Background: an optimization exercise with open tools, aiming at small area and a short achievable clock period. Do not read the settings as production practice. Where RTL was checked, it was by simulation tests only, not by an equivalence proof against the original. The flow treats the clock pin as an ideal source, which a real chip does not have. Power and IR drop assume default switching activity.

## harbor
==> flow/design.v (excerpt) <==
module tdc_click_top #(
	parameter int WINDOW_CYCLES = 1000
) (
	input  logic        clk200_i,
	input  logic        gc_rst,
	input  logic        apb_psel_i,
	input  logic        apb_penable_i,
	input  logic        apb_pwrite_i,
	input  logic [7:0]  apb_paddr_i,
	input  logic [31:0] apb_pwdata_i,
	output logic [31:0] apb_prdata_o,
	output logic        apb_pready_o,
	output logic        apb_pslverr_o,
	input  logic        frame_i,
	input  logic        sdi_i,
	input  logic        pps_i,
	output logic        rec_valid_o,
	output logic [1:0]  rec_click_o,
	output logic [47:0] rec_gc_o,
	output logic [31:0] rec_tdc_o,
	output logic        count_valid_o
);
	localparam int CNT_W = $clog2(WINDOW_CYCLES / 8 + 2);
	logic        cfg_enable;
	logic        cfg_start;
	logic [2:0]  cfg_mode;
	logic [5:0]  cfg_index_bits;
	logic [5:0]  cfg_stop_bits;
	logic [13:0] cfg_tdc_shift;
	logic [31:0] cfg_gate0;
	logic [31:0] cfg_gate1;
	logic [CNT_W-1:0] cnt_total;
	logic [CNT_W-1:0] cnt_click0;
  ...
clock: 10.0 ns
lec_check: 0
cap_margin: 20
core_margin: 2
core_utilization: 40
cts_buf_list: sky130_fd_sc_hd__clkbuf_8
cts_cluster_diameter: 60
cts_cluster_size: 16
setup_slack_margin: 4.7
slew_margin: 20
tns_end_percent: 20
standard.sh (not shown) runs the stock make flow with config.mk's settings and CLKGATE_MAP_FILE= SYNTH_SCRIPT=/design/flow/synth_recipe.tcl, a recipe that flattens the netlist after the stock synthesis.
==> flow/flow/run.sh <==
#!/bin/bash
# layout flow: the standard flow with the smallest buffer on the ports and an
# area recovery step (flow/downsize.tcl) after clock tree synthesis and after
# global routing
export BUFFER_PORTS_ARGS="-buffer_cell sky130_fd_sc_hd__buf_1"
export POST_CTS_TCL="$(pwd)/flow/post_cts.tcl"
export POST_GLOBAL_ROUTE_TCL="$(pwd)/flow/post_grt.tcl"
bash standard.sh > standard.log 2>&1
==> flow/flow/downsize.tcl <==
# area recovery: give each logic cell the smallest drive strength of its kind
# that keeps every path within ::downsize_guard of the worst slack (and the
# worst slack itself) from getting slower, and keeps slew and load within 10%
# of their limits; flip-flops, clock tree cells and tie/tap/fill cells are
# left alone
estimate_parasitics $::downsize_parasitics
set ::ds_ts [expr {min(0.1, [sta::max_slew_check_slack_limit])}]
set ::ds_tc [expr {min(0.1, [sta::max_capacitance_check_slack_limit])}]
proc downsize_limits_ok {} {
  set s [sta::max_slew_check_slack_limit]
  set c [sta::max_capacitance_check_slack_limit]
  return [expr {$s >= $::ds_ts && $c >= $::ds_tc}]
}
set ws0 [sta::worst_slack_cmd max]
set a0 [rsz::design_area]
# paths with less slack than this count as critical while cells are swapped
set_clock_uncertainty -setup [expr {$ws0 + $::downsize_guard}] [all_clocks]
set tns [sta::total_negative_slack_cmd max]
set wsu [sta::worst_slack_cmd max]
set n 0
foreach inst [get_cells *] {
  set lc [get_property $inst ref_name]
  if {![regexp {^(sky130_fd_sc_hd__\w+?)_(\d+)$} $lc -> base sz]} continue
  if {[regexp {df|dl|clk|tap|fill|decap|conb|diode|lpflow|probe} $base]} continue
  set cands {}
  foreach s {0 1 2 4 6 8 12 16} {
    if {$s < $sz} {
      set c [get_lib_cells -quiet ${base}_$s]
      if {[llength $c]} { lappend cands $c }
    }
  }
  foreach c $cands {
    replace_cell $inst $c
    estimate_parasitics $::downsize_parasitics
    set t [sta::total_negative_slack_cmd max]
    if {$t >= $tns - 1e-13 && [sta::worst_slack_cmd max] >= $wsu - 1e-13 && [downsize_limits_ok]} {
      set tns $t
      incr n
      break
    }
    replace_cell $inst [get_lib_cells $lc]
    estimate_parasitics $::downsize_parasitics
  }
}
set_clock_uncertainty -setup 0 [all_clocks]
puts "downsize: $n cells, worst slack [sta::worst_slack_cmd max] (was $ws0), area [rsz::design_area] (was $a0)"
==> flow/flow/post_cts.tcl <==
# after clock tree synthesis and its timing repair
set ::downsize_parasitics -placement
set ::downsize_guard 0.3e-9
source [file join [file dirname [info script]] downsize.tcl]
==> flow/flow/post_grt.tcl <==
# after global routing and its timing repair: recover area again, reroute the
# nets whose cells changed and write the guides again for detailed routing
set ::downsize_parasitics -global_routing
set ::downsize_guard 0.3e-9
global_route -start_incremental
source [file join [file dirname [info script]] downsize.tcl]
global_route -end_incremental
estimate_parasitics -global_routing
write_guides $::env(RESULTS_DIR)/route.guide
Modified inputs, raven compared to harbor
- SETUP_SLACK_MARGIN: 4.7 -> 4.5
==> flow/flow/post_cts.tcl <==
# after clock tree synthesis and its timing repair
set ::downsize_parasitics -placement
set ::downsize_guard 0.6e-9
source [file join [file dirname [info script]] downsize.tcl]
-- flow/flow/post_grt.tcl --
<<< harbor, line 3
set ::downsize_parasitics -global_routing
set ::downsize_guard 0.3e-9
global_route -start_incremental
>>> raven, line 3
set ::downsize_parasitics -global_routing
set ::downsize_guard 0.6e-9
global_route -start_incremental
[summary]
Every run (raven and harbor) finished clean.
raven: fraction of met1 tracks used by global routing higher than harbor
raven does worse than harbor on setup slack.
harbor → raven: layout net count down 13, global placer's final weighted congestion up about 7.5%, fmax down 1.2%.
--- input diff raven..sierra ---
- TNS_END_PERCENT: 20 -> unset
==> flow/flow/downsize.tcl <==
# area recovery: give each logic cell the smallest
# drive strength of its kind that keeps the worst setup slack where it is;
# flip-flops, clock tree cells and tie/tap/fill cells are left alone
estimate_parasitics $::downsize_parasitics
set ws0 [sta::worst_slack_cmd max]
set a0 [rsz::design_area]
set n 0
foreach inst [get_cells *] {
  set lc [get_property $inst ref_name]
  if {![regexp {^(sky130_fd_sc_hd__\w+?)_(\d+)$} $lc -> base sz]} continue
  if {[regexp {df|dl|clk|tap|fill|decap|conb|diode|lpflow|probe} $base]} continue
  set cands {}
  foreach s {0 1 2 4 6 8 12 16} {
    if {$s < $sz} {
      set c [get_lib_cells -quiet ${base}_$s]
      if {[llength $c]} { lappend cands $c }
    }
  }
  foreach c $cands {
    replace_cell $inst $c
    if {[sta::worst_slack_cmd max] >= $ws0 - 2e-12} {
      incr n
      break
    }
    replace_cell $inst [get_lib_cells $lc]
  }
}
puts "downsize: $n cells, worst slack [sta::worst_slack_cmd max] (was $ws0), area [rsz::design_area] (was $a0)"
==> flow/flow/post_cts.tcl <==
# after clock tree synthesis and its timing repair
set ::downsize_parasitics -placement
source [file join [file dirname [info script]] downsize.tcl]
-- flow/flow/post_grt.tcl --
<<< raven, line 3
set ::downsize_parasitics -global_routing
set ::downsize_guard 0.6e-9
global_route -start_incremental
>>> sierra, line 3
set ::downsize_parasitics -global_routing
global_route -start_incremental
[summary]
sierra: flow complete, layout not clean; failing: capacitance limit, slew limit. Compared with raven, in sierra global-route total usage across every layer comparable; cell-internal power now larger. met4 as the uppermost metal layer occupied by signal nets was reported by sierra, and met5 by raven. The core of sierra is more densely filled than that of raven. Of the two values seen for critical path launch point, i_frame_rx.shreg[10] was produced by sierra and apb_paddr_i[7] by raven. Changes observed in sierra relative to raven: area after synthesis about even; power rose about 2.7%. Post-CTS clock slew at the launch and capture registers of the worst setup and hold paths (sierra over raven): increase, 40 ps. Taking raven as the reference, in sierra number of multi-input logic gates was more or less identical; peak supply drop went down by 14%.
What maple does differently from sierra at the input level:
- CTS_CLUSTER_DIAMETER no longer set, was 60
- CTS_BUF_LIST no longer set, was sky130_fd_sc_hd__clkbuf_8
- CTS_CLUSTER_SIZE no longer set, was 16
- SETUP_SLACK_MARGIN now 5, was 4.5
==> flow/run.sh (new file) <==
#!/bin/bash
# synth_recipe.tcl (not shown) runs the flow's synth.tcl, then flattens the netlist and writes it again
# the make line also repeats each setting of config.mk as NAME=value (left out here)
make -C /OpenROAD-flow-scripts/flow DESIGN_CONFIG=/design/flow/config.mk WORK_HOME=/design/flow/orfs CLKGATE_MAP_FILE= SYNTH_SCRIPT=/design/flow/synth_recipe.tcl finish
removed: flow/flow/run.sh
removed: flow/flow/downsize.tcl
removed: flow/flow/post_cts.tcl
removed: flow/flow/post_grt.tcl
removed: flow/standard.sh
Notes after the runs:
- Cell area | maple vs sierra | maple larger
- maple finished end to end and its layout was clean on timing, DRC and antenna.
- [compare] base=sierra new=maple: count of non-filler cells in the finished layout +about 2.5%, worst hold-check slack -74 ps.

tdc_click_top, a different RTL version from the one above (not shown whole).
Size in the first run: roughly 260 flip-flops, ~170 I/O pins.
==> flow/design.v (excerpt) <==
module tdc_click_top #(
	parameter int WINDOW_CYCLES = 1000
) (
	input  logic        clk200_i,
	input  logic        gc_rst,
	input  logic        apb_psel_i,
	input  logic        apb_penable_i,
	input  logic        apb_pwrite_i,
	input  logic [7:0]  apb_paddr_i,
	input  logic [31:0] apb_pwdata_i,
	output logic [31:0] apb_prdata_o,
	output logic        apb_pready_o,
	output logic        apb_pslverr_o,
	input  logic        frame_i,
	input  logic        sdi_i,
	input  logic        pps_i,
	output logic        rec_valid_o,
	output logic [1:0]  rec_click_o,
	output logic [47:0] rec_gc_o,
	output logic [31:0] rec_tdc_o,
	output logic        count_valid_o
);
make LEC_CHECK=0 CAP_MARGIN=20 CORE_MARGIN=2 CORE_UTILIZATION=60 SETUP_SLACK_MARGIN=5 SLEW_MARGIN=20 finish   # period 10.0 ns
run.sh (not shown) runs the stock make flow with config.mk's settings and CLKGATE_MAP_FILE= SYNTH_SCRIPT=/design/flow/synth_recipe.tcl, a recipe that flattens the netlist after the stock synthesis.
Stock flow here: none of the scripts above is used.
The first run finished with timing, DRC and antenna clean.
Edit:
Settings changed: CORE_UTILIZATION 60 to 40.
Result: Critical path depth climbs by 2; wire length is about the same; area after synthesis does not change; power drops by a few percent; design area climbs slightly; non-clock buffer count climbs by 5; worst setup slack gains 0.018 ns; sequential share of layout area drops by 0.40 points; via count drops by a few percent; maximum frequency climbs slightly; global-route usage drops by 10 points.
Edit:
Settings changed: SETUP_SLACK_MARGIN 5 to unset.
The changed run completed without violations.
Via count goes down by about 5%.
Hold slack improves by 0.0041 ns.
Core utilization goes down by 5.5 points.
Combinational power goes down by 26%.
Cell area goes down by 10%.
Worst setup slack degrades by 1.3 ns.
Wire length goes down by about 8%.
Clock-buffer cell count goes down by 6.
Flip-flop and latch count does not change.
Die area does not change.
Power goes down by 11%.
Edit:
Settings changed: ABC_CLOCK_PERIOD_IN_PS set to 2000, SETUP_SLACK_MARGIN set to 5.
The new run finished with timing, DRC and antenna clean.
Clock-buffer cell count increases by 6.
First-iteration DRC count went down by about a fifth.
Critical path depth came out higher by 4.
Flip-flop and latch count is unchanged.
Cell area rises by roughly a tenth.

tdc_click_top, a different RTL version from the one above (not shown whole).
For scale: ~260 flip-flops, about 170 I/O pins, about 16000 um2 of cells after synthesis.
Settings: LEC_CHECK=0, CAP_MARGIN=20, CORE_MARGIN=2, CORE_UTILIZATION=40, CTS_BUF_LIST=sky130_fd_sc_hd__clkbuf_8, CTS_CLUSTER_DIAMETER=60, CTS_CLUSTER_SIZE=16, SETUP_SLACK_MARGIN=4.5, SLEW_MARGIN=20; clock period 10.0 ns.
standard.sh (not shown) runs the stock make flow with config.mk's settings and CLKGATE_MAP_FILE= SYNTH_SCRIPT=/design/flow/synth_recipe.tcl, a recipe that flattens the netlist after the stock synthesis.
==> flow/flow/run.sh <==
#!/bin/bash
# layout flow: the standard flow with the smallest buffer on the ports
export BUFFER_PORTS_ARGS="-buffer_cell sky130_fd_sc_hd__buf_1"
bash standard.sh > standard.log 2>&1
The first run produced a clean layout.
Change:
CTS_BUF_LIST = unset   (was sky130_fd_sc_hd__clkbuf_8)
CTS_CLUSTER_DIAMETER = unset   (was 60)
CTS_CLUSTER_SIZE = unset   (was 16)
Effect: Design area went up by 1.5%. Global-route usage stays flat. Wire length is higher by 1.5%. Core utilization increases by 0.74 points. Power is higher by 17%. Clock power rose by 43%. Non-clock buffer count decreases by 8. Setup slack is about the same. Hold slack loses 4.7 ps. Fmax barely changes.
Function was not checked in any run of this note: the RTL went through the layout flow alone.

Setup of job 1729:
tdc_click_top with an RTL version that a note above also has.
For scale: roughly 260 flip-flops, roughly 170 I/O pins.
export LEC_CHECK = 0
export CAP_MARGIN = 20
export CORE_MARGIN = 2
export CORE_UTILIZATION = 40
export CTS_BUF_LIST = sky130_fd_sc_hd__clkbuf_8
export CTS_CLUSTER_DIAMETER = 60
export CTS_CLUSTER_SIZE = 16
export SETUP_SLACK_MARGIN = 4.5
export SLEW_MARGIN = 20
create_clock -name core_clock -period 10.0 [get_ports {clk200_i}]
==> flow/flow/run.sh <==
#!/bin/bash
# layout flow: the standard flow with the smallest buffer on the ports and an
# area recovery step (flow/downsize.tcl) after clock tree synthesis and after
# global routing
export BUFFER_PORTS_ARGS="-buffer_cell sky130_fd_sc_hd__buf_1"
export POST_CTS_TCL="$(pwd)/flow/post_cts.tcl"
export POST_GLOBAL_ROUTE_TCL="$(pwd)/flow/post_grt.tcl"
bash standard.sh > standard.log 2>&1
==> flow/flow/downsize.tcl <==
# area recovery: give each logic cell the smallest drive strength of its kind
# that keeps the worst setup slack where it is and keeps slew and load within
# 10% of their limits; flip-flops, clock tree cells and tie/tap/fill cells are
# left alone
estimate_parasitics $::downsize_parasitics
set ::ds_ts [expr {min(0.1, [sta::max_slew_check_slack_limit])}]
set ::ds_tc [expr {min(0.1, [sta::max_capacitance_check_slack_limit])}]
proc downsize_limits_ok {} {
  set s [sta::max_slew_check_slack_limit]
  set c [sta::max_capacitance_check_slack_limit]
  return [expr {$s >= $::ds_ts && $c >= $::ds_tc}]
}
set ws0 [sta::worst_slack_cmd max]
set a0 [rsz::design_area]
set n 0
foreach inst [get_cells *] {
  set lc [get_property $inst ref_name]
  if {![regexp {^(sky130_fd_sc_hd__\w+?)_(\d+)$} $lc -> base sz]} continue
  if {[regexp {df|dl|clk|tap|fill|decap|conb|diode|lpflow|probe} $base]} continue
  set cands {}
  foreach s {0 1 2 4 6 8 12 16} {
    if {$s < $sz} {
      set c [get_lib_cells -quiet ${base}_$s]
      if {[llength $c]} { lappend cands $c }
    }
  }
  foreach c $cands {
    replace_cell $inst $c
    if {[sta::worst_slack_cmd max] >= $ws0 - 2e-12 && [downsize_limits_ok]} {
      incr n
      break
    }
    replace_cell $inst [get_lib_cells $lc]
  }
}
puts "downsize: $n cells, worst slack [sta::worst_slack_cmd max] (was $ws0), area [rsz::design_area] (was $a0)"
==> flow/flow/post_cts.tcl <==
# after clock tree synthesis and its timing repair
set ::downsize_parasitics -placement
source [file join [file dirname [info script]] downsize.tcl]
==> flow/flow/post_grt.tcl <==
# after global routing and its timing repair: recover area again, reroute the
# nets whose cells changed and write the guides again for detailed routing
set ::downsize_parasitics -global_routing
global_route -start_incremental
source [file join [file dirname [info script]] downsize.tcl]
global_route -end_incremental
estimate_parasitics -global_routing
write_guides $::env(RESULTS_DIR)/route.guide
What job 6942 does differently from job 1729 at the input level:
diff --git a/flow/flow/downsize.tcl b/flow/flow/downsize.tcl
--- a/flow/flow/downsize.tcl
+++ b/flow/flow/downsize.tcl
@@ -1,5 +1,6 @@
 # area recovery: give each logic cell the smallest drive strength of its kind
-# that keeps the worst setup slack where it is and keeps slew and load within
-# 10% of their limits; flip-flops, clock tree cells and tie/tap/fill cells are
+# that keeps every path within ::downsize_guard of the worst slack (and the
+# worst slack itself) from getting slower, and keeps slew and load within 10%
+# of their limits; flip-flops, clock tree cells and tie/tap/fill cells are
 # left alone
 estimate_parasitics $::downsize_parasitics
@@ -13,4 +14,8 @@
 set ws0 [sta::worst_slack_cmd max]
 set a0 [rsz::design_area]
+# paths with less slack than this count as critical while cells are swapped
+set_clock_uncertainty -setup [expr {$ws0 + $::downsize_guard}] [all_clocks]
+set tns [sta::total_negative_slack_cmd max]
+set wsu [sta::worst_slack_cmd max]
 set n 0
 foreach inst [get_cells *] {
@@ -27,10 +32,15 @@
   foreach c $cands {
     replace_cell $inst $c
-    if {[sta::worst_slack_cmd max] >= $ws0 - 2e-12 && [downsize_limits_ok]} {
+    estimate_parasitics $::downsize_parasitics
+    set t [sta::total_negative_slack_cmd max]
+    if {$t >= $tns - 1e-13 && [sta::worst_slack_cmd max] >= $wsu - 1e-13 && [downsize_limits_ok]} {
+      set tns $t
       incr n
       break
     }
     replace_cell $inst [get_lib_cells $lc]
+    estimate_parasitics $::downsize_parasitics
   }
 }
+set_clock_uncertainty -setup 0 [all_clocks]
 puts "downsize: $n cells, worst slack [sta::worst_slack_cmd max] (was $ws0), area [rsz::design_area] (was $a0)"
==> flow/flow/post_cts.tcl <==
# after clock tree synthesis and its timing repair
set ::downsize_parasitics -placement
set ::downsize_guard 0.3e-9
source [file join [file dirname [info script]] downsize.tcl]
diff --git a/flow/flow/post_grt.tcl b/flow/flow/post_grt.tcl
--- a/flow/flow/post_grt.tcl
+++ b/flow/flow/post_grt.tcl
@@ -2,4 +2,5 @@
 # nets whose cells changed and write the guides again for detailed routing
 set ::downsize_parasitics -global_routing
+set ::downsize_guard 0.3e-9
 global_route -start_incremental
 source [file join [file dirname [info script]] downsize.tcl]
==> results.txt <==
Across job 6942 and job 1729, the outcome is the same: a clean finish for every run.
Any difference in global-route usage between job 6942 and job 1729 is small enough to ignore.
Compared with job 1729, job 6942 is hungrier on power.
Diff job 1729 -> job 6942 | net switching power of the design | increase of 1.6%
Summary of job 6942 over job 1729: height of the die essentially unchanged, worst-skew pair later-pin latency essentially unchanged, depth of the worst register-to-register path decreased 3.8%, total wirelength of the detailed-routed design essentially unchanged.
Job 1729 has lower clock skew than job 6942.
As far as synthesized area is concerned, job 1729 and job 6942 perform about the same.
Compared with job 1729, job 6942 shows a lower clock network fraction of total power.
Cmp job 6942 and job 1729 / sequential power share / lower: job 6942
Relative to job 6942, the following input files were edited for job 6531:
Settings: CORE_UTILIZATION changed from 40 to 55; TNS_END_PERCENT newly set to 20.
==> results.txt <==
Re clock buffer instance count of the final layout: no difference whatsoever between job 6531 and job 6942. Between job 6942 and job 6531, number of antenna violations at the first check in global routing increased. Die area: job 6531 < job 6942. Job 6942 -> job 6531: wire length decreased by a few percent. Min setup slack at placement across job 6942 and job 6531: job 6942. Job 6531: done, clean on timing, DRC and antenna. Job 6942: done, clean on timing, DRC and antenna. Of job 6531 and job 6942, it is job 6531 that has the lower non-clock buffer count. Compared with job 6942, job 6531 shows a lower detailed-routing wirelength on met1.
Input changes introduced in job 8968 (baseline for comparison: job 6531):
Settings: a change of CORE_UTILIZATION from 55 to 40; a deleted TNS_END_PERCENT that had been 20.
==> flow/flow/run.sh <==
#!/bin/bash
# layout flow: the standard flow with the smallest buffer on the ports and an
# area recovery step (flow/downsize.tcl) after clock tree synthesis
export BUFFER_PORTS_ARGS="-buffer_cell sky130_fd_sc_hd__buf_1"
export POST_CTS_TCL="$(pwd)/flow/downsize.tcl"
bash standard.sh > standard.log 2>&1
==> flow/flow/downsize.tcl <==
# area recovery after clock tree synthesis: give each logic cell the smallest
# drive strength of its kind that keeps the worst setup slack where it is;
# flip-flops, clock tree cells and tie/tap/fill cells are left alone
estimate_parasitics -placement
set ws0 [sta::worst_slack_cmd max]
set a0 [rsz::design_area]
set n 0
foreach inst [get_cells *] {
  set lc [get_property $inst ref_name]
  if {![regexp {^(sky130_fd_sc_hd__\w+?)_(\d+)$} $lc -> base sz]} continue
  if {[regexp {df|dl|clk|tap|fill|decap|conb|diode|lpflow|probe} $base]} continue
  set cands {}
  foreach s {0 1 2 4 6 8 12 16} {
    if {$s < $sz} {
      set c [get_lib_cells -quiet ${base}_$s]
      if {[llength $c]} { lappend cands $c }
    }
  }
  foreach c $cands {
    replace_cell $inst $c
    if {[sta::worst_slack_cmd max] >= $ws0 - 2e-12} {
      incr n
      break
    }
    replace_cell $inst [get_lib_cells $lc]
  }
}
puts "downsize: $n cells, worst slack [sta::worst_slack_cmd max] (was $ws0), area [rsz::design_area] (was $a0)"
removed: flow/flow/post_cts.tcl
removed: flow/flow/post_grt.tcl
## What came out
Looking at the reports, job 8968 completed the entire flow and the layout it produced met the timing, design-rule and antenna checks.
Final HPWL from detailed placement: higher on job 8968
Taking job 6531 as the reference, in job 8968 DRC marker count from the first detailed-route iteration now larger, normalized max-slew margin now larger, critical path depth now larger.
On reported clock group power: job 8968 sits above job 6531.

==> afterwards: timing with drivers on the ports <==
The flow's constraints put no driver on any port. The routed layouts listed below were extracted and timed again, unchanged, in two steps.
Step 1 sets driving cells, clkbuf_16 on the clock port and buf_2 on the other inputs (assumed; they add their load-dependent delay and slew).
Step 2 adds t to the input delays and takes it off the output delays; t is the mean of the earliest and latest rising clock arrival at the registers after step 1. Input paths then give back, and output paths get back, about the clock's delay inside the block.
Slacks: ideal / step 1 / step 2; pairs: ideal / step 1.
run	shift t [ns]	setup slack, ns	hold slack, ns	worst setup path after step 2
harbor	0.668	4.497 / 4.465 / 3.953	0.338 / 0.338 / 0.338	input to register
raven	0.645	4.430 / 4.410 / 3.951	0.333 / 0.333 / 0.333	input to register
sierra	0.677	3.817 / 3.817 / 3.510	0.404 / 0.404 / 0.404	input to register
maple	0.639	4.574 / 4.540 / 4.297	0.330 / 0.330 / 0.330	input to register
the first run of note 2	0.605	4.446 / 4.395 / 4.322	0.324 / 0.324 / 0.324	input to register
the second run of note 2	0.631	4.464 / 4.410 / 4.087	0.330 / 0.330 / 0.330	input to register
the third run of note 2	0.637	3.173 / 3.148 / 3.148	0.334 / 0.334 / 0.334	input to output
the fourth run of note 2	0.631	4.464 / 4.410 / 4.087	0.330 / 0.330 / 0.330	input to register
the first run of note 3	0.680	4.225 / 4.198 / 3.880	0.337 / 0.337 / 0.337	input to register
the second run of note 3	0.635	4.222 / 4.196 / 3.743	0.333 / 0.333 / 0.333	input to register
job 1729	0.672	3.815 / 3.815 / 3.546	0.384 / 0.384 / 0.384	input to register
job 6942	0.674	4.418 / 4.385 / 3.887	0.388 / 0.388 / 0.388	input to register
job 6531	0.654	4.474 / 4.451 / 3.969	0.348 / 0.348 / 0.348	input to register
job 8968	0.678	4.475 / 4.436 / 3.971	0.405 / 0.405 / 0.405	input to register
For harbor, which loses most, drivers alone change the setup slack by -0.032 ns; drivers and shift together by -0.544 ns.
